Source: an optimization exercise on an open RTL-to-GDS flow (aim: small area). Production flows keep margins and buffers that such runs may drop.
The RTL was checked by simulation tests, not by an equivalence proof against the original design.
Power is estimated from default activity; no workload was simulated.

==> flow/design.v (outline; a module is shown in full before it is edited, if it fits) <==
// module lane_addr_logic: 1150 lines
// module frame_counters: 52 lines
// module rd_lane_bank: 27 lines
// module wr_lane_bank: 38 lines
// module addr_gen_top: 41 lines
module addr_gen_top (
    input  logic                          clk,
    input  logic                          reset_n,
    input  logic [4:0]                    ctrl,
    input  logic [3:0]                    step,
    input  logic [36-1:0]         sync_in,
    output logic [36*8-1:0] rd_lane_addr,
    output logic [36*8-1:0] wr_lane_addr,
    output logic [36-1:0]         wr_lane_strobe,
    output logic [10-1:0]           rd_frame_addr,
    output logic [10-1:0]           wr_frame_addr
);
  // ...
==> flow/flow/run.sh <==
#!/bin/bash
# ORFS layout as the standard.sh runs it, with these changes:
#  - synthesis maps with a delay-oriented ABC script (flow/area.abc) on the
#    logic as the RTL gives it, without ORFS's full/half-adder extraction;
#  - the I/O ports get the smallest buffer (buf_1);
#  - everything else (floorplan, place, CTS, route) is standard.
set -euo pipefail
here=$(pwd)
export MY_ABC_SCRIPT=$here/flow/area.abc
export BUFFER_PORTS_ARGS="-buffer_cell sky130_fd_sc_hd__buf_1"
# drop the buffers yosys inserted before placement (the ports get their own)
export REMOVE_ABC_BUFFERS=1
sed -e "s|SYNTH_SCRIPT=[^ ]*|SYNTH_SCRIPT=$here/flow/synth.tcl ADDER_MAP_FILE=|" standard.sh > my_standard.sh
bash my_standard.sh > flow_make.log 2>&1
==> flow/flow/area.abc <==
strash
dch -f
map
==> flow/flow/synth.tcl <==
# The standard flow's synthesis script (synth_recipe.tcl) with one change: the final ABC
# mapping call uses the area-oriented script named by $MY_ABC_SCRIPT.
proc synth {args} { yosys synth -nofsm -noshare {*}$args }
proc abc {args} {
  set i [lsearch -exact $args -script]
  if {$i >= 0 && [info exists ::env(MY_ABC_SCRIPT)]} {
    set args [lreplace $args [expr {$i + 1}] [expr {$i + 1}] $::env(MY_ABC_SCRIPT)]
    puts "abc with script $::env(MY_ABC_SCRIPT)"
  }
  yosys abc {*}$args
}
source $::env(SCRIPTS_DIR)/synth.tcl
# left out here: clear keep_hierarchy, flatten, clean up, hide names made inside functions, write 1_2_yosys.v
==> flow/standard.sh <==
#!/bin/bash
# synth_recipe.tcl (not shown) runs the flow's synth.tcl, then flattens the netlist and writes it again
# the make line also repeats each setting of config.mk as NAME=value (left out here)
make -C /OpenROAD-flow-scripts/flow DESIGN_CONFIG=/design/flow/config.mk WORK_HOME=/design/flow/orfs CLKGATE_MAP_FILE= SYNTH_SCRIPT=/design/flow/synth_recipe.tcl "${@:-finish}"
==> flow/config.mk <==
export PLATFORM = sky130hd
export DESIGN_NAME = addr_gen_top
export DESIGN_NICKNAME = addr_gen_top
export VERILOG_FILES = /design/flow/design.v
export SDC_FILE = /design/flow/constraint.sdc
export NUM_CORES = 4
export LEC_CHECK = 0
export CAP_MARGIN = 10
export CORE_AREA = 2 2 298 68
export CTS_BUF_LIST = sky130_fd_sc_hd__clkbuf_4 sky130_fd_sc_hd__clkbuf_8
export DIE_AREA = 0 0 300 70
export GPL_TIMING_DRIVEN = 1
export SETUP_SLACK_MARGIN = 0.1
export SLEW_MARGIN = 10
==> flow/constraint.sdc <==
create_clock -name core_clock -period 5.0 [get_ports {clk}]
set_input_delay 1.0000 -clock core_clock [delete_from_list [all_inputs] [get_ports {clk}]]
set_output_delay 1.0000 -clock core_clock [all_outputs]
set_load 0.01 [all_outputs]
==> impl_results.html, run 1 <==
<table>
<tr><th>Metric</th><th>Value</th></tr>
<tr><th colspan="2">Power</th></tr>
<tr><td>Pleak</td><td>0.00529 uW</td></tr>
<tr><td>Total sequential power</td><td>around 940 uW</td></tr>
<tr><th colspan="2">Cells and area</th></tr>
<tr><td>Count of flip-flops and latches</td><td>92</td></tr>
<tr><td># diodes</td><td>0</td></tr>
<tr><td>Clock-cell share of area</td><td>0.0172</td></tr>
<tr><td>Reg area</td><td>around 0.0023 mm^2</td></tr>
<tr><td>Largest register FFs</td><td>36</td></tr>
<tr><td>Number of non-clock buffers</td><td>733</td></tr>
<tr><td>Registers with the most flip-flops</td><td>u_wr_bank.lane_strobe: 36 flops, u_counters.rd_frame_addr: 10 flops, u_counters.wr_frame_addr: 10 flops</td></tr>
<tr><th colspan="2">Critical path</th></tr>
<tr><td>Logic depth of the worst setup path including buffers</td><td>13</td></tr>
<tr><td>Critical path start-end classification</td><td>flop to output port</td></tr>
<tr><td>Sort of element at the start of the critical path</td><td>flop</td></tr>
<tr><td>Family with the most delay on the worst path</td><td>simple AND/OR/NAND/NOR gates</td></tr>
<tr><td>Reg-to-reg critical path startpoint</td><td>u_counters.rd_base[0]</td></tr>
<tr><th colspan="2">Floorplanning</th></tr>
<tr><td>Die Span X</td><td>300 um</td></tr>
<tr><td>Number of standard-cell rows in the floorplan</td><td>24</td></tr>
<tr><td>Die Outline Area</td><td>0.0210 mm^2</td></tr>
<tr><td>Number of placed I/O pins</td><td>679</td></tr>
<tr><th colspan="2">GRT</th></tr>
<tr><td>Pin count of the biggest net entering global routing</td><td>57</td></tr>
<tr><td>Met2 track demand over resource</td><td>0.594</td></tr>
<tr><td>Busiest layer in global routing</td><td>met2</td></tr>
<tr><td>Antenna violations before repair</td><td>0</td></tr>
<tr><th colspan="2">Logic synthesis</th></tr>
<tr><td>Seq/Total Area, Yosys</td><td>0.232</td></tr>
<tr><td>Area of the mapped netlist</td><td>0.00991 mm^2</td></tr>
<tr><td>Number of cells produced by synthesis</td><td>1632</td></tr>
<tr><td>Commonest register cell after synthesis</td><td>sky130_fd_sc_hd__dfrtp_1</td></tr>
<tr><td>Synthesis-stage register bit count</td><td>92</td></tr>
<tr><td>Simple-gate share of the synthesized area</td><td>0.317</td></tr>
<tr><td>Proportion of synthesized flip-flops having asynchronous set or reset</td><td>1.00</td></tr>
<tr><th colspan="2">Timing</th></tr>
<tr><td>Min Hold Slack</td><td>between 400 and 500 ps</td></tr>
<tr><td>Transition at the pin with the smallest max-transition slack</td><td>980 ps</td></tr>
<tr><td>Final hold viol count</td><td>0</td></tr>
<tr><td>Final setup vio count</td><td>0</td></tr>
<tr><td>Min cycle time layout</td><td>4730 ps</td></tr>
<tr><th colspan="2">Detailed routing</th></tr>
<tr><td>Top routing layer in use</td><td>met4</td></tr>
<tr><td>Detail Route met3 WL</td><td>around 5000 um</td></tr>
<tr><th colspan="2">Placed design</th></tr>
<tr><td>Post-Place Cells</td><td>approximately 2400</td></tr>
<tr><td>Routability congestion estimate</td><td>1.06</td></tr>
<tr><th colspan="2">Min path</th></tr>
<tr><td>End point of the most critical hold path</td><td>u_counters.wr_base[1]</td></tr>
<tr><td>Start point of the worst min-delay path</td><td>u_counters.wr_base[1]</td></tr>
<tr><th colspan="2">CTS</th></tr>
<tr><td>Clock transition time at the flip-flop clock pins of the worst setup and hold paths</td><td>90 ps</td></tr>
<tr><th colspan="2">Status</th></tr>
<tr><td>Status</td><td>finished clean</td></tr>
</table>
==> run 2: changes to the inputs <==
--- a/flow/config.mk
+++ b/flow/config.mk
@@ -6,9 +6,9 @@
 export NUM_CORES = 4
 export LEC_CHECK = 0
 export CAP_MARGIN = 10
-export CORE_AREA = 2 2 298 68
+export CORE_AREA = 2 2 298 62
 export CTS_BUF_LIST = sky130_fd_sc_hd__clkbuf_4 sky130_fd_sc_hd__clkbuf_8
-export DIE_AREA = 0 0 300 70
+export DIE_AREA = 0 0 300 64
 export GPL_TIMING_DRIVEN = 1
 export SETUP_SLACK_MARGIN = 0.1
 export SLEW_MARGIN = 10
==> run 2 against run 1 <==
Against the previous run:
- core utilization increased by 9.0 points
- die area decreased by 8.6%
- global-route usage increased by 2.1 points
- clock power decreased by 3.6%
- synthesized cell count unchanged
- fmax decreased by 0.53%
- sequential share of layout area about the same
- cell area increased by 0.12%
- power about the same
- non-clock buffer count increased by 6
==> impl_results.html, run 2 <==
<table>
<tr><th>Metric</th><th>Value</th></tr>
<tr><th colspan="2">Power</th></tr>
<tr><td>Total power per unit cell area</td><td>439 mW/mm^2 (about the same)</td></tr>
<tr><td>Pleak</td><td>0.00531 uW (was 0.00529 uW)</td></tr>
<tr><td>Worst-case vdd ir drop</td><td>0.282 mV (was 0.278 mV)</td></tr>
<tr><td>Power, Total</td><td>5280 uW (about the same)</td></tr>
<tr><td>Clock power frac</td><td>0.100 (was 0.104)</td></tr>
<tr><td>Psw</td><td>3140 uW (was 3100 uW)</td></tr>
<tr><td>Internal power component</td><td>2150 uW (was 2170 uW)</td></tr>
<tr><td>Sw Ratio</td><td>0.594 (was 0.588)</td></tr>
<tr><td>Combinational Power Share</td><td>0.722 (was 0.718)</td></tr>
<tr><td>Sequential Power Share</td><td>0.178 (about the same)</td></tr>
<tr><th colspan="2">Timing</th></tr>
<tr><td>Setup repair after global routing missed its margin</td><td>false (was true)</td></tr>
<tr><td>Min Hold Slack</td><td>503 ps (was 484 ps)</td></tr>
<tr><td>Final Worst Setup Slack</td><td>246 ps (was 271 ps)</td></tr>
<tr><td>Transition at the pin with the smallest max-transition slack</td><td>1140 ps (was 980 ps)</td></tr>
<tr><td>Post-route clock period utilization</td><td>0.951 (was 0.946)</td></tr>
<tr><td>Largest clock skew in the final design</td><td>12.1 ps (was 22.8 ps)</td></tr>
<tr><td>Final setup vio count</td><td>0 (unchanged)</td></tr>
<tr><td>Peak clock frequency supported by timing</td><td>210 MHz (was 211 MHz)</td></tr>
<tr><td>Max_slew headroom</td><td>0.232 (was 0.340)</td></tr>
<tr><td>Count of final max-slew check failures</td><td>0 (unchanged)</td></tr>
<tr><td>Final hold viol count</td><td>0 (unchanged)</td></tr>
<tr><td>Min cycle time layout</td><td>4750 ps (was 4730 ps)</td></tr>
<tr><th colspan="2">Critical path</th></tr>
<tr><td>R2r setup slk</td><td>3200 ps (was 3260 ps)</td></tr>
<tr><td>Critical-path top delay cell</td><td>sky130_fd_sc_hd__nor3_1 (was sky130_fd_sc_hd__dfrtp_2)</td></tr>
<tr><td>CP arrival</td><td>3750 ps (was 3730 ps)</td></tr>
<tr><td>CP cell instances</td><td>clkinv_1, nand2_2, nand2_1, nand2_1, nand3_1, nand2_1, o21ai_0, nor3_1, nand2_1, nand2_1, o21ai_0, xor2_1, nand2_1, o21ai_0, buf_1 (was and2b_2, buf_4, nand2_1, nand2_1, clkinv_1, o21ai_0, nand2_1, a22oi_1, nand2_1, o21ai_4, a21oi_1, a31oi_1, buf_1)</td></tr>
<tr><td>Timing endpoint of the critical path</td><td>wr_lane_addr[215] (was wr_lane_addr[119])</td></tr>
<tr><td>Crit path max fanout</td><td>8 (was 21)</td></tr>
<tr><td>Most frequent cell on the critical path</td><td>sky130_fd_sc_hd__nand2_1 (unchanged)</td></tr>
<tr><td>Worst Setup End Kind</td><td>output port (unchanged)</td></tr>
<tr><td>Worst path bufs/invs</td><td>2 (was 3)</td></tr>
<tr><td>Logic depth of the worst setup path including buffers</td><td>15 (was 13)</td></tr>
<tr><td>Reg-to-Reg End</td><td>u_counters.rd_frame_addr[8] (was u_counters.rd_base[7])</td></tr>
<tr><td>Family with the most delay on the worst path</td><td>simple AND/OR/NAND/NOR gates (unchanged)</td></tr>
<tr><td>Critical path start-end classification</td><td>flop to output port (unchanged)</td></tr>
<tr><td>Slowest Stage Delay on Critical Path</td><td>670 ps (was 470 ps)</td></tr>
<tr><td>Reg-to-reg critical path startpoint</td><td>u_counters.rd_frame_addr[0] (was u_counters.rd_base[0])</td></tr>
<tr><td>Critical path data required time</td><td>4000 ps (about the same)</td></tr>
<tr><td>Worst setup path startpoint</td><td>u_wr_bank.phase_q[1] (unchanged)</td></tr>
<tr><td>Sort of element at the start of the critical path</td><td>flop (unchanged)</td></tr>
<tr><td>Number of cells on the worst reg-to-reg path</td><td>8 (was 10)</td></tr>
<tr><th colspan="2">Floorplanning</th></tr>
<tr><td>Die boundary height</td><td>64 um (was 70 um)</td></tr>
<tr><td>Die Span X</td><td>300 um (unchanged)</td></tr>
<tr><td>Initial cell density of the core</td><td>0.587 (was 0.514)</td></tr>
<tr><td>Number of placed I/O pins</td><td>679 (unchanged)</td></tr>
<tr><td>Number of standard-cell rows in the floorplan</td><td>21 (was 24)</td></tr>
<tr><td>Die Outline Area</td><td>0.0192 mm^2 (was 0.0210 mm^2)</td></tr>
<tr><td>Core area</td><td>0.0169 mm^2 (was 0.0193 mm^2)</td></tr>
<tr><th colspan="2">Detailed routing</th></tr>
<tr><td>Detail-routed via count per cell</td><td>5.48 (was 5.35)</td></tr>
<tr><td>First-pass iteration count of the detailed router</td><td>7 (was 6)</td></tr>
<tr><td>Final wirelength</td><td>42900 um (was 43900 um)</td></tr>
<tr><td>Number of violations reported at the end of detailed-routing iteration 0</td><td>1808 (was 1569)</td></tr>
<tr><td>Drc violations</td><td>0 (unchanged)</td></tr>
<tr><td>Average wire per cell in the routed design</td><td>17.7 um (was 17.9 um)</td></tr>
<tr><td>Number of vias after detailed routing</td><td>13300 (was 13100)</td></tr>
<tr><td>Final ANT Viol Nets</td><td>0 (unchanged)</td></tr>
<tr><th colspan="2">GRT</th></tr>
<tr><td>Number of global-route vias before repair</td><td>11200 (was 11300)</td></tr>
<tr><td>Antenna violations before repair</td><td>1 (was 0)</td></tr>
<tr><td>Remaining global-route overflow</td><td>0 (unchanged)</td></tr>
<tr><td>First-pass GRT wire length</td><td>62200 um (was 64700 um)</td></tr>
<tr><td>Pin count of the biggest net entering global routing</td><td>62 (was 57)</td></tr>
<tr><td>GRT Resource Usage Total</td><td>0.419 (was 0.398)</td></tr>
<tr><th colspan="2">Placed design</th></tr>
<tr><td>Dpl cell area</td><td>0.0116 mm^2 (was 0.0117 mm^2)</td></tr>
<tr><td>HPWL after DPL</td><td>34000 um (was 35300 um)</td></tr>
<tr><td>Routability congestion estimate</td><td>1.15 (was 1.06)</td></tr>
<tr><td>Pre-CTS setup slack</td><td>204 ps (was 414 ps)</td></tr>
<tr><td>Input/output buffers</td><td>678 (unchanged)</td></tr>
<tr><th colspan="2">Cells and area</th></tr>
<tr><td>Registers with the most flip-flops</td><td>u_wr_bank.lane_strobe: 36 flops, u_counters.rd_frame_addr: 10 flops, u_counters.wr_frame_addr: 10 flops (unchanged)</td></tr>
<tr><td># diodes</td><td>0 (unchanged)</td></tr>
<tr><td>Fraction of layout instances using a drive strength above 1</td><td>0.0572 (was 0.0524)</td></tr>
<tr><td>Largest register FFs</td><td>36 (unchanged)</td></tr>
<tr><td>Layout filler cell count</td><td>1578 (was 2067)</td></tr>
<tr><td>Net count, final</td><td>2228 (was 2219)</td></tr>
<tr><td>Register name with the most flops</td><td>u_wr_bank.lane_strobe (unchanged)</td></tr>
<tr><td>Final non-filler cell area</td><td>0.0120 mm^2 (about the same)</td></tr>
<tr><td>Leading cell type in the layout, fill and taps excluded</td><td>sky130_fd_sc_hd__buf_1 (unchanged)</td></tr>
<tr><td>Area growth from synthesis to layout</td><td>21.4% (was 21.3%)</td></tr>
<tr><td>Commonest non-fill, non-tap cells in the layout</td><td>677 x sky130_fd_sc_hd__buf_1, 411 x sky130_fd_sc_hd__nand2_1, 254 x sky130_fd_sc_hd__nor2_1, 188 x sky130_fd_sc_hd__clkinv_1, 157 x sky130_fd_sc_hd__o21ai_0 (was 677 x sky130_fd_sc_hd__buf_1, 412 x sky130_fd_sc_hd__nand2_1, 255 x sky130_fd_sc_hd__nor2_1, 191 x sky130_fd_sc_hd__clkinv_1, 156 x sky130_fd_sc_hd__o21ai_0)</td></tr>
<tr><th colspan="2">Logic synthesis</th></tr>
<tr><td>Seq/Total Area, Yosys</td><td>0.232 (unchanged)</td></tr>
<tr><td>Area fraction of the dominant cell type after synthesis</td><td>0.232 (unchanged)</td></tr>
<tr><td>Commonest cells in the synthesized netlist</td><td>415 x sky130_fd_sc_hd__nand2_1, 258 x sky130_fd_sc_hd__nor2_1, 204 x sky130_fd_sc_hd__buf_4, 192 x sky130_fd_sc_hd__clkinv_1, 165 x sky130_fd_sc_hd__o21ai_0 (unchanged)</td></tr>
<tr><td>Warnings, synthesis</td><td>3 (unchanged)</td></tr>
<tr><td>Top-count cell post-synth</td><td>sky130_fd_sc_hd__nand2_1 (unchanged)</td></tr>
<tr><td>Commonest register cell after synthesis</td><td>sky130_fd_sc_hd__dfrtp_1 (unchanged)</td></tr>
<tr><td>Count of flip-flops with a built-in enable after synthesis</td><td>0 (unchanged)</td></tr>
<tr><td>Number of cells produced by synthesis</td><td>1632 (unchanged)</td></tr>
<tr><td>Synthesis-stage register bit count</td><td>92 (unchanged)</td></tr>
<tr><td>Cell types occupying the most area after synthesis</td><td>sky130_fd_sc_hd__dfrtp_1 23%, sky130_fd_sc_hd__nand2_1 16%, sky130_fd_sc_hd__buf_4 15% (unchanged)</td></tr>
<tr><td>Yosys top cell by area</td><td>sky130_fd_sc_hd__dfrtp_1 (unchanged)</td></tr>
<tr><td>Post-synthesis average cell area</td><td>6.07 um^2 (unchanged)</td></tr>
<tr><td>Proportion of synthesized flip-flops having asynchronous set or reset</td><td>1.00 (unchanged)</td></tr>
<tr><td>Area of the mapped netlist</td><td>0.00991 mm^2 (unchanged)</td></tr>
<tr><td>Distinct cell type count of the synthesized netlist</td><td>30 (unchanged)</td></tr>
<tr><th colspan="2">Min path</th></tr>
<tr><td>Min-delay worst type</td><td>flop to flop (unchanged)</td></tr>
<tr><th colspan="2">CTS</th></tr>
<tr><td>Clock transition time at the flip-flop clock pins of the worst setup and hold paths</td><td>100 ps (was 90 ps)</td></tr>
<tr><td>TritonCTS clock tree</td><td>yes (unchanged)</td></tr>
<tr><td>CTS sink count</td><td>92 (unchanged)</td></tr>
<tr><td>Clock buffer depth</td><td>2 (unchanged)</td></tr>
<tr><td>CTS HTree Levels</td><td>3 (unchanged)</td></tr>
<tr><td>Clock latency at the later pin of the worst-skew pair</td><td>400 ps (was 410 ps)</td></tr>
<tr><td>Post-CTS Hold Fix Bufs</td><td>0 (unchanged)</td></tr>
<tr><td>Clock Tree Root</td><td>sky130_fd_sc_hd__clkbuf_8 (unchanged)</td></tr>
<tr><td>Number of CTS-inserted buffers</td><td>9 (unchanged)</td></tr>
<tr><th colspan="2">Run</th></tr>
<tr><td>Max-cap violations</td><td>0 (unchanged)</td></tr>
<tr><th colspan="2">Status</th></tr>
<tr><td>Status</td><td>finished clean (unchanged)</td></tr>
</table>
==> run 2: worst min-delay path by stage <==
stage | startpoint | end | depth (start not counted)
6_report | u_counters.wr_base[1] | u_counters.wr_base[1] | 1
5_1_grt | u_counters.wr_base[1] | u_counters.wr_base[1] | 1
4_1_cts | u_counters.wr_base[1] | u_counters.wr_base[1] | 1
3_5_place_dp | u_counters.wr_base[1] | u_counters.wr_base[1] | 1
3_3_place_gp | u_counters.wr_base[1] | u_counters.wr_base[1] | 1
2_1_floorplan | u_counters.wr_base[1] | u_counters.wr_base[1] | 1
==> run 2: through the flow <==
step	setup TNS [ps]	utilization	std cells
after floorplan	-308	-	1428
after CTS	0	0.700	2410
after global routing	0	0.713	2427
after detailed placement	0	0.687	2394
final	0	0.713	2427
after global placement	0	0.687	2394
==> run 2: cell families after synthesis <==
group                     count (synthesis)  share of synthesized area
and+or+nand+nor                         781                      0.317
buffers and inverters                   396                      0.227
AOI/OAI and AO/OA                       298                      0.166
DFF                                      92                      0.232
xor gates and xnor gates                 65                     0.0575
==> run 2: area by class of cell <==
class	instances	area [um^2]	share of cell area
Multi-Input combinational cell	1147	5480	0.455
Timing Repair Buffer	739	3010	0.250
Sequential cell	92	2310	0.192
Inverter	192	733	0.0609
Tap cell	241	302	0.0251
Clock buffer	9	124	0.0103
Clock inverter	7	80.1	0.00666
==> run 2: layer usage <==
| layer | global-route usage | vias up | part of all wire |
|---|---|---|---|
| met2 | 0.654 | 963 | 0.44 |
| li1 | - | 6153 | - |
| met1 | 0.560 | 6049 | 0.39 |
| met5 | 0 | - | 0 |
| met4 | 0.109 | 0 | 0.027 |
| met3 | 0.137 | 125 | 0.14 |
==> run 2: power by group through the flow <==
stage / clock (uW) / sequential [uW] / combinational, uW
2_1_floorplan: 0 / 1080 / 1980
3_3_place_gp: 0 / 938 / 3610
3_5_place_dp: 0 / 941 / 3640
4_1_cts: 534 / 930 / 3660
5_1_grt: 568 / 952 / 4100
6_report: 530 / 941 / 3810
==> run 2: what timing repair did <==
action | 4_1_cts | 5_1_grt
setup buffers | 0 | 14
setup endpoints to repair | 26 | 63
pin swaps | 0 | 7
gates cloned | 0 | 3
gates resized for setup | 5 | 37
==> run 3: changes to the inputs <==
==> flow/flow/run.sh (replaced) <==
#!/bin/bash
# ORFS layout as the standard.sh runs it, with these changes:
#  - synthesis maps with a delay-oriented ABC script (flow/area.abc) on the
#    logic as the RTL gives it, without ORFS's full/half-adder extraction;
#  - the I/O ports get the smallest buffer (buf_1);
#  - CTS runs with ORFS's arguments but without dummy loads;
#  - everything else (floorplan, place, route) is standard.
set -euo pipefail
here=$(pwd)
export MY_ABC_SCRIPT=$here/flow/area.abc
export BUFFER_PORTS_ARGS="-buffer_cell sky130_fd_sc_hd__buf_1"
# drop the buffers yosys inserted before placement (the ports get their own)
export REMOVE_ABC_BUFFERS=1
# ORFS's own CTS arguments (cts.tcl) plus -dont_use_dummy_load
export CTS_ARGS="-sink_clustering_enable -repair_clock_nets -buf_list {sky130_fd_sc_hd__clkbuf_4 sky130_fd_sc_hd__clkbuf_8} -dont_use_dummy_load"
sed -e "s|SYNTH_SCRIPT=[^ ]*|SYNTH_SCRIPT=$here/flow/synth.tcl ADDER_MAP_FILE=|" standard.sh > my_standard.sh
bash my_standard.sh > flow_make.log 2>&1
--- a/flow/config.mk
+++ b/flow/config.mk
@@ -6,9 +6,9 @@
 export NUM_CORES = 4
 export LEC_CHECK = 0
 export CAP_MARGIN = 10
-export CORE_AREA = 2 2 298 62
+export CORE_AREA = 2 2 298 68
 export CTS_BUF_LIST = sky130_fd_sc_hd__clkbuf_4 sky130_fd_sc_hd__clkbuf_8
-export DIE_AREA = 0 0 300 64
+export DIE_AREA = 0 0 300 70
 export GPL_TIMING_DRIVEN = 1
 export SETUP_SLACK_MARGIN = 0.1
 export SLEW_MARGIN = 10
==> run 3 against run 2 <==
Against the previous run:
- largest power group unchanged
- global-route usage is 2.1 points lower
- critical path type unchanged
- still clean
- flip-flop and latch count stayed put
- critical path depth is 2 lower
- clock-buffer cell count stayed put
- clock skew is 9.5 ps higher
- combinational power hardly changed
- register-to-register slack better by 60 ps
- sequential share of layout area is 0.13 points higher
- worst hold slack worse by 22 ps
==> impl_results.html, run 3 <==
<table>
<tr><th>Metric</th><th>Value</th></tr>
<tr><th colspan="2">Status</th></tr>
<tr><td>Status</td><td>finished clean (unchanged)</td></tr>
<tr><th colspan="2">Critical path</th></tr>
<tr><td>Crit path max fanout</td><td>21 (was 8)</td></tr>
<tr><td>CP arrival</td><td>3730 ps (was 3750 ps)</td></tr>
<tr><td>Worst setup path startpoint</td><td>u_wr_bank.phase_q[1] (unchanged)</td></tr>
<tr><td>Worst Setup End Kind</td><td>output port (unchanged)</td></tr>
<tr><td>Critical-path top delay cell</td><td>sky130_fd_sc_hd__dfrtp_1 (was sky130_fd_sc_hd__nor3_1)</td></tr>
<tr><td>Worst path bufs/invs</td><td>3 (was 2)</td></tr>
<tr><td>Reg-to-reg critical path startpoint</td><td>u_counters.rd_base[0] (was u_counters.rd_frame_addr[0])</td></tr>
<tr><td>CP cell instances</td><td>and2b_2, buf_4, nand2_1, nand2_1, clkinv_1, o21ai_0, nand2_1, a22oi_1, nand2_1, o21ai_4, a21oi_1, a31oi_1, buf_1 (was clkinv_1, nand2_2, nand2_1, nand2_1, nand3_1, nand2_1, o21ai_0, nor3_1, nand2_1, nand2_1, o21ai_0, xor2_1, nand2_1, o21ai_0, buf_1)</td></tr>
<tr><td>Slowest Stage Delay on Critical Path</td><td>450 ps (was 670 ps)</td></tr>
<tr><td>Sort of element at the start of the critical path</td><td>flop (unchanged)</td></tr>
<tr><td>Critical path start-end classification</td><td>flop to output port (unchanged)</td></tr>
<tr><td>Family with the most delay on the worst path</td><td>simple AND/OR/NAND/NOR gates (unchanged)</td></tr>
<tr><td>Critical path data required time</td><td>4000 ps (about the same)</td></tr>
<tr><td>Most frequent cell on the critical path</td><td>sky130_fd_sc_hd__nand2_1 (unchanged)</td></tr>
<tr><th colspan="2">Power</th></tr>
<tr><td>Pleak</td><td>0.00524 uW (was 0.00531 uW)</td></tr>
<tr><td>Clock power frac</td><td>0.082 (was 0.100)</td></tr>
<tr><td>Sw Ratio</td><td>0.594 (about the same)</td></tr>
<tr><td>Sequential Power Share</td><td>0.183 (was 0.178)</td></tr>
<tr><td>Total power per unit cell area</td><td>431 mW/mm^2 (was 439 mW/mm^2)</td></tr>
<tr><td>Internal power component</td><td>2090 uW (was 2150 uW)</td></tr>
<tr><td>Combinational Power Share</td><td>0.736 (was 0.722)</td></tr>
<tr><td>Psw</td><td>3060 uW (was 3140 uW)</td></tr>
<tr><td>Worst-case vdd ir drop</td><td>0.279 mV (was 0.282 mV)</td></tr>
<tr><th colspan="2">Placed design</th></tr>
<tr><td>Post-Place Cells</td><td>2433 (was 2394)</td></tr>
<tr><td>HPWL after DPL</td><td>35300 um (was 34000 um)</td></tr>
<tr><td>Input/output buffers</td><td>678 (unchanged)</td></tr>
<tr><td>Routability congestion estimate</td><td>1.06 (was 1.15)</td></tr>
<tr><td>Pre-CTS setup slack</td><td>414 ps (was 204 ps)</td></tr>
<tr><th colspan="2">Timing</th></tr>
<tr><td>Peak clock frequency supported by timing</td><td>212 MHz (was 210 MHz)</td></tr>
<tr><td>Min cycle time layout</td><td>4730 ps (was 4750 ps)</td></tr>
<tr><td>Transition at the pin with the smallest max-transition slack</td><td>950 ps (was 1140 ps)</td></tr>
<tr><td>Final setup vio count</td><td>0 (unchanged)</td></tr>
<tr><td>Max_slew headroom</td><td>0.360 (was 0.232)</td></tr>
<tr><td>Largest clock skew in the final design</td><td>21.6 ps (was 12.1 ps)</td></tr>
<tr><td>Setup repair after global routing missed its margin</td><td>true (was false)</td></tr>
<tr><td>Post-route clock period utilization</td><td>0.945 (was 0.951)</td></tr>
<tr><td>Final Worst Setup Slack</td><td>275 ps (was 246 ps)</td></tr>
<tr><td>Final hold viol count</td><td>0 (unchanged)</td></tr>
<tr><td>Count of final max-slew check failures</td><td>0 (unchanged)</td></tr>
<tr><th colspan="2">Cells and area</th></tr>
<tr><td>Registers with the most flip-flops</td><td>u_wr_bank.lane_strobe: 36 flops, u_counters.rd_frame_addr: 10 flops, u_counters.wr_frame_addr: 10 flops (unchanged)</td></tr>
<tr><td>Largest register FFs</td><td>36 (unchanged)</td></tr>
<tr><td>Layout filler cell count</td><td>2083 (was 1578)</td></tr>
<tr><td>Net count, final</td><td>2219 (was 2228)</td></tr>
<tr><td>Fraction of layout instances using a drive strength above 1</td><td>0.0484 (was 0.0572)</td></tr>
<tr><td>Area growth from synthesis to layout</td><td>20.3% (was 21.4%)</td></tr>
<tr><td>Non-filler instance count after layout</td><td>2443 (was 2427)</td></tr>
<tr><td>Total area of multi-input combinational cells</td><td>0.00546 mm^2 (was 0.00548 mm^2)</td></tr>
<tr><td>Leading cell type in the layout, fill and taps excluded</td><td>sky130_fd_sc_hd__buf_1 (unchanged)</td></tr>
<tr><td>Commonest non-fill, non-tap cells in the layout</td><td>677 x sky130_fd_sc_hd__buf_1, 412 x sky130_fd_sc_hd__nand2_1, 255 x sky130_fd_sc_hd__nor2_1, 191 x sky130_fd_sc_hd__clkinv_1, 157 x sky130_fd_sc_hd__o21ai_0 (was 677 x sky130_fd_sc_hd__buf_1, 411 x sky130_fd_sc_hd__nand2_1, 254 x sky130_fd_sc_hd__nor2_1, 188 x sky130_fd_sc_hd__clkinv_1, 157 x sky130_fd_sc_hd__o21ai_0)</td></tr>
<tr><td>Register name with the most flops</td><td>u_wr_bank.lane_strobe (unchanged)</td></tr>
<tr><td># diodes</td><td>0 (unchanged)</td></tr>
<tr><td>Reg area</td><td>0.00230 mm^2 (was 0.00231 mm^2)</td></tr>
<tr><th colspan="2">CTS</th></tr>
<tr><td>CTS sink count</td><td>92 (unchanged)</td></tr>
<tr><td>TritonCTS clock tree</td><td>yes (unchanged)</td></tr>
<tr><td>Clock transition time at the flip-flop clock pins of the worst setup and hold paths</td><td>70 ps (was 100 ps)</td></tr>
<tr><td>Clock Tree Root</td><td>sky130_fd_sc_hd__clkbuf_8 (unchanged)</td></tr>
<tr><td>Clock latency at the later pin of the worst-skew pair</td><td>400 ps (about the same)</td></tr>
<tr><td>CTS HTree Levels</td><td>3 (unchanged)</td></tr>
<tr><td>Clock buffer depth</td><td>2 (unchanged)</td></tr>
<tr><td>Number of CTS-inserted buffers</td><td>9 (unchanged)</td></tr>
<tr><th colspan="2">Logic synthesis</th></tr>
<tr><td>Commonest cells in the synthesized netlist</td><td>415 x sky130_fd_sc_hd__nand2_1, 258 x sky130_fd_sc_hd__nor2_1, 204 x sky130_fd_sc_hd__buf_4, 192 x sky130_fd_sc_hd__clkinv_1, 165 x sky130_fd_sc_hd__o21ai_0 (unchanged)</td></tr>
<tr><td>Area fraction of the dominant cell type after synthesis</td><td>0.232 (unchanged)</td></tr>
<tr><td>Post-synthesis average cell area</td><td>6.07 um^2 (unchanged)</td></tr>
<tr><td>Cell types occupying the most area after synthesis</td><td>sky130_fd_sc_hd__dfrtp_1 23%, sky130_fd_sc_hd__nand2_1 16%, sky130_fd_sc_hd__buf_4 15% (unchanged)</td></tr>
<tr><td>Distinct cell type count of the synthesized netlist</td><td>30 (unchanged)</td></tr>
<tr><td>Commonest register cell after synthesis</td><td>sky130_fd_sc_hd__dfrtp_1 (unchanged)</td></tr>
<tr><td>Count of flip-flops with a built-in enable after synthesis</td><td>0 (unchanged)</td></tr>
<tr><td>Area of the mapped netlist</td><td>0.00991 mm^2 (unchanged)</td></tr>
<tr><td>Warnings, synthesis</td><td>3 (unchanged)</td></tr>
<tr><td>Seq/Total Area, Yosys</td><td>0.232 (unchanged)</td></tr>
<tr><td>Proportion of synthesized flip-flops having asynchronous set or reset</td><td>1.00 (unchanged)</td></tr>
<tr><td>Number of cells produced by synthesis</td><td>1632 (unchanged)</td></tr>
<tr><td>Top-count cell post-synth</td><td>sky130_fd_sc_hd__nand2_1 (unchanged)</td></tr>
<tr><td>Yosys top cell by area</td><td>sky130_fd_sc_hd__dfrtp_1 (unchanged)</td></tr>
<tr><td>Synthesis-stage register bit count</td><td>92 (unchanged)</td></tr>
<tr><th colspan="2">Floorplanning</th></tr>
<tr><td>Number of standard-cell rows in the floorplan</td><td>24 (was 21)</td></tr>
<tr><td>Die Span X</td><td>300 um (unchanged)</td></tr>
<tr><td>Initial cell density of the core</td><td>0.514 (was 0.587)</td></tr>
<tr><td>Number of placed I/O pins</td><td>679 (unchanged)</td></tr>
<tr><td>Die Outline Area</td><td>0.0210 mm^2 (was 0.0192 mm^2)</td></tr>
<tr><td>Die boundary height</td><td>70 um (was 64 um)</td></tr>
<tr><td>Core area</td><td>0.0193 mm^2 (was 0.0169 mm^2)</td></tr>
<tr><th colspan="2">GRT</th></tr>
<tr><td>Met3 usage in global routing</td><td>0.106 (was 0.137)</td></tr>
<tr><td>Remaining global-route overflow</td><td>0 (unchanged)</td></tr>
<tr><td>Antenna violations before repair</td><td>0 (was 1)</td></tr>
<tr><td>Busiest layer in global routing</td><td>met2 (unchanged)</td></tr>
<tr><td>First-pass GRT wire length</td><td>64600 um (was 62200 um)</td></tr>
<tr><td>GRT Resource Usage Total</td><td>0.398 (was 0.419)</td></tr>
<tr><td>Met1 track utilization from global routing</td><td>0.569 (was 0.560)</td></tr>
<tr><td>Met2 track demand over resource</td><td>0.593 (was 0.654)</td></tr>
<tr><td>Pin count of the biggest net entering global routing</td><td>57 (was 62)</td></tr>
<tr><td>Number of global-route vias before repair</td><td>11300 (was 11200)</td></tr>
<tr><th colspan="2">Detailed routing</th></tr>
<tr><td>Final wirelength</td><td>43800 um (was 42900 um)</td></tr>
<tr><td>First-pass iteration count of the detailed router</td><td>5 (was 7)</td></tr>
<tr><td>Final ANT Viol Nets</td><td>0 (unchanged)</td></tr>
<tr><td>Detail-routed via count per cell</td><td>5.34 (was 5.48)</td></tr>
<tr><td>Number of vias after detailed routing</td><td>13000 (was 13300)</td></tr>
<tr><td>Number of violations reported at the end of detailed-routing iteration 0</td><td>1375 (was 1808)</td></tr>
<tr><td>Drc violations</td><td>0 (unchanged)</td></tr>
<tr><td>Average wire per cell in the routed design</td><td>17.9 um (was 17.7 um)</td></tr>
<tr><th colspan="2">Run</th></tr>
<tr><td>Max-cap violations</td><td>0 (unchanged)</td></tr>
<tr><th colspan="2">Min path</th></tr>
<tr><td>Start point of the worst min-delay path</td><td>u_counters.wr_base[1] (unchanged)</td></tr>
<tr><td>Min-delay worst type</td><td>flop to flop (unchanged)</td></tr>
</table>
[run 3: cell counts after synthesis]
No cell type changed its count.
[run 3: kinds of logic after synthesis]
| logic type | share of synthesized area |
|---|---|
| buffers and inverters | 0.227 |
| flip-flops | 0.232 |
| AND/OR/NAND/NOR | 0.317 |
| XOR/XNOR | 0.0575 |
| AO/OA/AOI/OAI | 0.166 |
[run 3: path summary, 6_finish.rpt]
kind	endpoint	slack (ps)	depth (start not counted)
setup / recovery	wr_lane_addr[119]	270	13
min in group asynchronous	u_wr_bank.lane_strobe[18]	660	1
max in group asynchronous	u_wr_bank.lane_strobe[27]	3300	2
hold / removal	u_counters.wr_base[1]	480	1
setup reg to reg	u_counters.rd_base[7]	3260	10
hold reg to reg	u_counters.wr_base[1]	480	1
[run 3: worst reg2reg max path: cells and delay by family (launching register included)]
| kind | cells | cell delay [ps] |
|---|---|---|
| buf+inv | 2 | 180 |
| simple gates | 7 | 930 |
| flops | 1 | 370 |
| xor+xnor | 1 | 160 |
[run 3: what timing repair did]
action	in CTS	in global routing
endpoints found under the setup margin	8	39
buffers inserted	0	1
hold buffers	0	0
pin swaps	0	1
gates cloned	0	0
resized for setup	1	33
[run 3: per-stage QoR]
| stage | hold WS [ps] | setup TNS (ps) | cell area (um^2) | power [uW] | util |
|---|---|---|---|---|---|
| global placement | 460 | 0 | 11700 | 4580 | 0.606 |
| floorplan | 441 | -308 | 8380 | 3060 | - |
| CTS | 482 | 0 | 11800 | 5040 | 0.612 |
| detailed placement | 465 | 0 | 11700 | 4600 | 0.606 |
| finish | 482 | 0 | 11900 | 5140 | 0.618 |
| global route | 496 | 0 | 11900 | 5480 | 0.618 |
[run 3: area by class of cell]
cell class / instances / area share
multi-input combinational: 1144 / 0.458
timing repair buffer: 733 / 0.249
tap: 273 / 0.0286
inverter: 192 / 0.0608
clock buffer: 9 / 0.0104
sequential: 92 / 0.193
[run 3: metal layers]
| metal | vias to the layer above | part of all wire |
|---|---|---|
| met3 | 90 | 0.12 |
| met2 | 767 | 0.43 |
| li1 | 6128 | - |
| met4 | 0 | 0.023 |
| met5 | - | 0 |
| met1 | 6053 | 0.43 |
[run 3: power by group through the flow]
stage | Clock, uW | Sequential, uW | Combinational [uW]
3_3_place_gp | 0 | 942 | 3640
5_1_grt | 456 | 951 | 4070
3_5_place_dp | 0 | 945 | 3660
4_1_cts | 428 | 935 | 3670
6_report | 419 | 939 | 3780
2_1_floorplan | 0 | 1080 | 1980
==> run 4: changes to the inputs <==
--- a/flow/flow/run.sh
+++ b/flow/flow/run.sh
@@ -1,6 +1,6 @@
 #!/bin/bash
 # ORFS layout as the standard.sh runs it, with these changes:
-#  - synthesis maps with a delay-oriented ABC script (flow/area.abc) on the
+#  - synthesis maps with ABC's &nf mapper (flow/area.abc) on the
 #    logic as the RTL gives it, without ORFS's full/half-adder extraction;
 #  - the I/O ports get the smallest buffer (buf_1);
 #  - CTS runs with ORFS's arguments but without dummy loads;
==> flow/flow/area.abc (replaced) <==
strash
&get -n
&st
&dch -f
&nf -p
&put
==> run 4 against run 3 <==
Against the previous run:
- still clean
- die area did not move
- critical path depth rose by 3
- global-route usage fell by 1.1 points
- non-clock buffer count rose by 39
- clock skew rose by 8.6 ps
- clock-buffer cell count did not move
- synthesized area fell by 4.3%
- critical endpoint is now rd_lane_addr[191]
- fmax fell by 1.1%
- wire length fell by 2.7%
- clock power fell by 3%
- largest power group unchanged
- combinational power rose by 7.4%
==> impl_results.html, run 4 <==
<table>
<tr><th>Metric</th><th>Value</th></tr>
<tr><th colspan="2">Status</th></tr>
<tr><td>Status</td><td>finished clean (unchanged)</td></tr>
<tr><th colspan="2">Placed design</th></tr>
<tr><td>Routability congestion estimate</td><td>1.05 (was 1.06)</td></tr>
<tr><td>HPWL after DPL</td><td>34500 um (was 35300 um)</td></tr>
<tr><td>Input/output buffers</td><td>678 (unchanged)</td></tr>
<tr><td>Post-Place Cells</td><td>2101 (was 2433)</td></tr>
<tr><th colspan="2">Logic synthesis</th></tr>
<tr><td>Number of cells produced by synthesis</td><td>1273 (was 1632)</td></tr>
<tr><td>Count of flip-flops with a built-in enable after synthesis</td><td>0 (unchanged)</td></tr>
<tr><td>Commonest register cell after synthesis</td><td>sky130_fd_sc_hd__dfrtp_1 (unchanged)</td></tr>
<tr><td>Yosys top cell by area</td><td>sky130_fd_sc_hd__dfrtp_1 (unchanged)</td></tr>
<tr><td>Top-count cell post-synth</td><td>sky130_fd_sc_hd__buf_4 (was sky130_fd_sc_hd__nand2_1)</td></tr>
<tr><td>Proportion of synthesized flip-flops having asynchronous set or reset</td><td>1.00 (unchanged)</td></tr>
<tr><td>Mux share of post-synthesis cell area</td><td>0.0471 (was 0)</td></tr>
<tr><td>Synth Area in XOR/XNOR</td><td>0.144 (was 0.0575)</td></tr>
<tr><td>Synthesized-area fraction occupied by ao, oa, aoi and oai cells</td><td>0.157 (was 0.166)</td></tr>
<tr><td>Synth Area in Adders</td><td>0.00528 (was 0)</td></tr>
<tr><td>Simple-gate share of the synthesized area</td><td>0.227 (was 0.317)</td></tr>
<tr><td>Synthesis-stage register bit count</td><td>92 (unchanged)</td></tr>
<tr><td>Combinational family with the most area after synthesis</td><td>simple AND/OR/NAND/NOR gates (unchanged)</td></tr>
<tr><td>Cell types occupying the most area after synthesis</td><td>sky130_fd_sc_hd__dfrtp_1 24%, sky130_fd_sc_hd__buf_4 16%, sky130_fd_sc_hd__xnor2_1 11% (was sky130_fd_sc_hd__dfrtp_1 23%, sky130_fd_sc_hd__nand2_1 16%, sky130_fd_sc_hd__buf_4 15%)</td></tr>
<tr><td>Commonest cells in the synthesized netlist</td><td>204 x sky130_fd_sc_hd__buf_4, 159 x sky130_fd_sc_hd__nand2_1, 140 x sky130_fd_sc_hd__nor2_1, 119 x sky130_fd_sc_hd__xnor2_1, 116 x sky130_fd_sc_hd__a21oi_1 (was 415 x sky130_fd_sc_hd__nand2_1, 258 x sky130_fd_sc_hd__nor2_1, 204 x sky130_fd_sc_hd__buf_4, 192 x sky130_fd_sc_hd__clkinv_1, 165 x sky130_fd_sc_hd__o21ai_0)</td></tr>
<tr><td>Post-synthesis average cell area</td><td>7.45 um^2 (was 6.07 um^2)</td></tr>
<tr><td>Seq/Total Area, Yosys</td><td>0.243 (was 0.232)</td></tr>
<tr><td>Distinct cell type count of the synthesized netlist</td><td>40 (was 30)</td></tr>
<tr><td>Area of the mapped netlist</td><td>0.00948 mm^2 (was 0.00991 mm^2)</td></tr>
<tr><td>Warnings, synthesis</td><td>3 (unchanged)</td></tr>
<tr><td>Area fraction of the dominant cell type after synthesis</td><td>0.243 (was 0.232)</td></tr>
<tr><th colspan="2">Floorplanning</th></tr>
<tr><td>Die Outline Area</td><td>0.0210 mm^2 (unchanged)</td></tr>
<tr><td>Initial cell density of the core</td><td>0.492 (was 0.514)</td></tr>
<tr><td>Die Span X</td><td>300 um (unchanged)</td></tr>
<tr><td>Number of standard-cell rows in the floorplan</td><td>24 (unchanged)</td></tr>
<tr><td>Die boundary height</td><td>70 um (unchanged)</td></tr>
<tr><td>Core area</td><td>0.0193 mm^2 (unchanged)</td></tr>
<tr><td>Number of placed I/O pins</td><td>679 (unchanged)</td></tr>
<tr><th colspan="2">Min path</th></tr>
<tr><td>End point of the most critical hold path</td><td>u_counters.wr_frame_addr[9] (was u_counters.wr_base[1])</td></tr>
<tr><td>Min-delay worst type</td><td>flop to flop (unchanged)</td></tr>
<tr><td>Worst Hold Depth</td><td>1 (unchanged)</td></tr>
<tr><td>Start point of the worst min-delay path</td><td>u_counters.wr_frame_addr[9] (was u_counters.wr_base[1])</td></tr>
<tr><th colspan="2">Power</th></tr>
<tr><td>Clock power frac</td><td>0.075 (was 0.082)</td></tr>
<tr><td>Pleak</td><td>0.00489 uW (was 0.00524 uW)</td></tr>
<tr><td>Sw Ratio</td><td>0.567 (was 0.594)</td></tr>
<tr><td>Sequential Power Share</td><td>0.178 (was 0.183)</td></tr>
<tr><td>Worst-case vdd ir drop</td><td>0.256 mV (was 0.279 mV)</td></tr>
<tr><td>Internal power component</td><td>2350 uW (was 2090 uW)</td></tr>
<tr><td>Psw</td><td>3080 uW (was 3060 uW)</td></tr>
<tr><td>Combinational Power Share</td><td>0.747 (was 0.736)</td></tr>
<tr><td>Total power per unit cell area</td><td>455 mW/mm^2 (was 431 mW/mm^2)</td></tr>
<tr><th colspan="2">Critical path</th></tr>
<tr><td>Critical path data required time</td><td>4000 ps (about the same)</td></tr>
<tr><td>CP arrival</td><td>3780 ps (was 3730 ps)</td></tr>
<tr><td>Sort of element at the start of the critical path</td><td>flop (unchanged)</td></tr>
<tr><td>Crit path max fanout</td><td>4 (was 21)</td></tr>
<tr><td>Reg-to-Reg End</td><td>u_rd_bank.base_q[5] (was u_counters.rd_base[7])</td></tr>
<tr><td>R2r setup slk</td><td>3120 ps (was 3260 ps)</td></tr>
<tr><td>Critical path start-end classification</td><td>flop to output port (unchanged)</td></tr>
<tr><td>Worst Setup End Kind</td><td>output port (unchanged)</td></tr>
<tr><td>Number of cells on the worst reg-to-reg path</td><td>3 (was 10)</td></tr>
<tr><td>Reg-to-reg critical path startpoint</td><td>u_rd_bank.base_q[5] (was u_counters.rd_base[0])</td></tr>
<tr><th colspan="2">Timing</th></tr>
<tr><td>Min Hold Slack</td><td>499 ps (was 482 ps)</td></tr>
<tr><td>Max_slew headroom</td><td>0.174 (was 0.360)</td></tr>
<tr><td>Final hold viol count</td><td>0 (unchanged)</td></tr>
<tr><td>Final setup vio count</td><td>0 (unchanged)</td></tr>
<tr><td>Largest clock skew in the final design</td><td>30.2 ps (was 21.6 ps)</td></tr>
<tr><td>Setup repair after global routing missed its margin</td><td>true (unchanged)</td></tr>
<tr><td>Count of final max-slew check failures</td><td>0 (unchanged)</td></tr>
<tr><td>Post-route clock period utilization</td><td>0.955 (was 0.945)</td></tr>
<tr><td>Transition at the pin with the smallest max-transition slack</td><td>1230 ps (was 950 ps)</td></tr>
<tr><td>Peak clock frequency supported by timing</td><td>209 MHz (was 212 MHz)</td></tr>
<tr><td>Min cycle time layout</td><td>4780 ps (was 4730 ps)</td></tr>
<tr><th colspan="2">Cells and area</th></tr>
<tr><td>Area growth from synthesis to layout</td><td>26.0% (was 20.3%)</td></tr>
<tr><td>Net count, final</td><td>1899 (was 2219)</td></tr>
<tr><td>Fraction of layout instances using a drive strength above 1</td><td>0.0886 (was 0.0484)</td></tr>
<tr><td>Layout filler cell count</td><td>1930 (was 2083)</td></tr>
<tr><td>Commonest non-fill, non-tap cells in the layout</td><td>671 x sky130_fd_sc_hd__buf_1, 156 x sky130_fd_sc_hd__nand2_1, 135 x sky130_fd_sc_hd__nor2_1, 115 x sky130_fd_sc_hd__a21oi_1, 114 x sky130_fd_sc_hd__xnor2_1 (was 677 x sky130_fd_sc_hd__buf_1, 412 x sky130_fd_sc_hd__nand2_1, 255 x sky130_fd_sc_hd__nor2_1, 191 x sky130_fd_sc_hd__clkinv_1, 157 x sky130_fd_sc_hd__o21ai_0)</td></tr>
<tr><td>Register name with the most flops</td><td>u_wr_bank.lane_strobe (unchanged)</td></tr>
<tr><td>Largest register FFs</td><td>36 (unchanged)</td></tr>
<tr><td>Leading cell type in the layout, fill and taps excluded</td><td>sky130_fd_sc_hd__buf_1 (unchanged)</td></tr>
<tr><td>Layout Utilization</td><td>0.619 (was 0.618)</td></tr>
<tr><td>Registers with the most flip-flops</td><td>u_wr_bank.lane_strobe: 36 flops, u_counters.rd_frame_addr: 10 flops, u_counters.wr_frame_addr: 10 flops (unchanged)</td></tr>
<tr><td>Non-filler instance count after layout</td><td>2123 (was 2443)</td></tr>
<tr><td># diodes</td><td>0 (unchanged)</td></tr>
<tr><th colspan="2">GRT</th></tr>
<tr><td>GRT Resource Usage Total</td><td>0.387 (was 0.398)</td></tr>
<tr><td>Pin count of the biggest net entering global routing</td><td>63 (was 57)</td></tr>
<tr><td>Number of global-route vias before repair</td><td>9817 (was 11300)</td></tr>
<tr><td>First-pass GRT wire length</td><td>61500 um (was 64600 um)</td></tr>
<tr><td>Remaining global-route overflow</td><td>0 (unchanged)</td></tr>
<tr><td>Antenna violations before repair</td><td>0 (unchanged)</td></tr>
<tr><th colspan="2">Detailed routing</th></tr>
<tr><td>Detail-routed via count per cell</td><td>5.33 (was 5.34)</td></tr>
<tr><td>Final ANT Viol Nets</td><td>0 (unchanged)</td></tr>
<tr><td>M1 WL</td><td>18900 um (was 18700 um)</td></tr>
<tr><td>Drc violations</td><td>0 (unchanged)</td></tr>
<tr><td>Final wirelength</td><td>42600 um (was 43800 um)</td></tr>
<tr><td>Number of violations reported at the end of detailed-routing iteration 0</td><td>1330 (was 1375)</td></tr>
<tr><td>First-pass iteration count of the detailed router</td><td>6 (was 5)</td></tr>
<tr><td>Number of vias after detailed routing</td><td>11300 (was 13000)</td></tr>
<tr><td>Detail Route met3 WL</td><td>4170 um (was 5130 um)</td></tr>
<tr><td>Average wire per cell in the routed design</td><td>20.1 um (was 17.9 um)</td></tr>
<tr><td>Metal2 WL</td><td>18700 um (was 19000 um)</td></tr>
<tr><td>Top routing layer in use</td><td>met4 (unchanged)</td></tr>
<tr><th colspan="2">CTS</th></tr>
<tr><td>Clock latency at the later pin of the worst-skew pair</td><td>400 ps (about the same)</td></tr>
<tr><td>TritonCTS clock tree</td><td>yes (unchanged)</td></tr>
<tr><td>CTS HTree Levels</td><td>3 (unchanged)</td></tr>
<tr><td>Clock Tree Root</td><td>sky130_fd_sc_hd__clkbuf_8 (unchanged)</td></tr>
<tr><td>Number of CTS-inserted buffers</td><td>9 (unchanged)</td></tr>
<tr><td>Clock buffer depth</td><td>2 (unchanged)</td></tr>
<tr><td>Clock transition time at the flip-flop clock pins of the worst setup and hold paths</td><td>110 ps (was 70 ps)</td></tr>
<tr><td>CTS sink count</td><td>92 (unchanged)</td></tr>
<tr><th colspan="2">Run</th></tr>
<tr><td>Max-cap violations</td><td>0 (unchanged)</td></tr>
</table>
[run 4: power by group through the flow]
stage	clock (uW)	combinational, uW	sequential (uW)
floorplan	0	1990	1130
finish	405	4060	968
global placement	0	3860	969
CTS	415	3890	963
detailed placement	0	3850	975
global route	440	4320	983
[run 4: worst max-delay path: stages (launching register included)]
cell and delay, ps:
sky130_fd_sc_hd__dfrtp_1 400, sky130_fd_sc_hd__nand2b_1 200, sky130_fd_sc_hd__nand2_1 140, sky130_fd_sc_hd__nor2b_4 170
sky130_fd_sc_hd__clkinv_1 100, sky130_fd_sc_hd__buf_4 170, sky130_fd_sc_hd__nor2_2 110, sky130_fd_sc_hd__o211ai_1 130
sky130_fd_sc_hd__mux2_1 340, sky130_fd_sc_hd__o21ai_0 230, sky130_fd_sc_hd__a21bo_1 230, sky130_fd_sc_hd__nand2b_1 90
sky130_fd_sc_hd__xnor2_1 340, sky130_fd_sc_hd__nand3_1 120, sky130_fd_sc_hd__nand2_1 140, sky130_fd_sc_hd__mux2_1 340
sky130_fd_sc_hd__buf_1 140
[run 4: cell families (layout without fill, tap and decap cells)]
| kind of cell | after synthesis | in the layout |
|---|---|---|
| multiplexers | 41 | 41 |
| AO/OA/AOI/OAI | 269 | 269 |
| buffers and inverters | 241 | 818 |
| adder cells (fa/ha/maj) | 5 | 5 |
| AND/OR/NAND/NOR | 469 | 469 |
| XOR/XNOR | 156 | 156 |
| flip-flops | 92 | 92 |
[run 4: how the worst max path moves through the flow]
stage                         startpoint           endpoint  depth (start not counted)
floorplan            u_rd_bank.base_q[2]  rd_lane_addr[263]                         13
global placement    u_wr_bank.phase_q[1]  wr_lane_addr[175]                         16
detailed placement  u_wr_bank.phase_q[1]  wr_lane_addr[175]                         16
CTS                 u_wr_bank.phase_q[1]  wr_lane_addr[262]                         15
global route        u_rd_bank.phase_q[1]  rd_lane_addr[183]                         15
finish              u_rd_bank.phase_q[1]  rd_lane_addr[191]                         16
[run 4: final cells by class]
| cell class | count | area (um^2) | area share |
|---|---|---|---|
| timing repair buffer | 772 | 3290 | 0.276 |
| sequential | 92 | 2310 | 0.193 |
| clock buffer | 9 | 124 | 0.0104 |
| inverter | 37 | 140 | 0.0117 |
| tap | 273 | 342 | 0.0286 |
| multi-input combinational | 940 | 5730 | 0.480 |
[run 4: per-layer routing]
layer	track usage	vias to the layer above
li1	-	5220
met1	0.569	5457
met2	0.569	549
met3	0.101	82
met4	0.0739	0
met5	0	-
[run 4: repair_timing]
| item | CTS | global route |
|---|---|---|
| endpoints found under the setup margin | 27 | 42 |
| pin swaps | 3 | 8 |
| buffers inserted | 1 | 12 |
| resized for setup | 23 | 54 |
| hold buffers | 0 | 0 |
| endpoints found under the hold margin | 0 | 0 |
[run 4: through the flow]
step / area [um^2] / power, uW / TNS [ps] / setup WS [ps]
finish: 11900 / 5430 / 0 / 223
CTS: 11700 / 5270 / 0 / 101
floorplan: 7950 / 3120 / -28000 / -957
global route: 11900 / 5740 / 0 / 71.6
global placement: 11500 / 4830 / 0 / 181
detailed placement: 11500 / 4830 / 0 / 139

==> port drivers added, routing unchanged <==
No port has a modelled driver above. Below, the same layouts with a new extraction and two added sets of constraints. Step 1 sets driving cells, clkbuf_16 on the clock port and buf_2 on the other inputs (assumed; they add their load-dependent delay and slew). Step 2 also shifts input and output timing later by t, the mid clock arrival at the registers, as if the neighbouring blocks saw the same clock. Slacks: ideal / step 1 / step 2; pairs: ideal / step 1.
run	t (ns)	setup WS [ns]	worst setup path after step 2
run 1	0.444	0.271 / 0.231 / 0.675	register to output
run 2	0.434	0.246 / 0.203 / 0.638	register to output
run 3	0.436	0.275 / 0.234 / 0.670	register to output
run 4	0.424	0.223 / 0.181 / 0.605	register to output
After both steps every run listed still meets setup and hold.
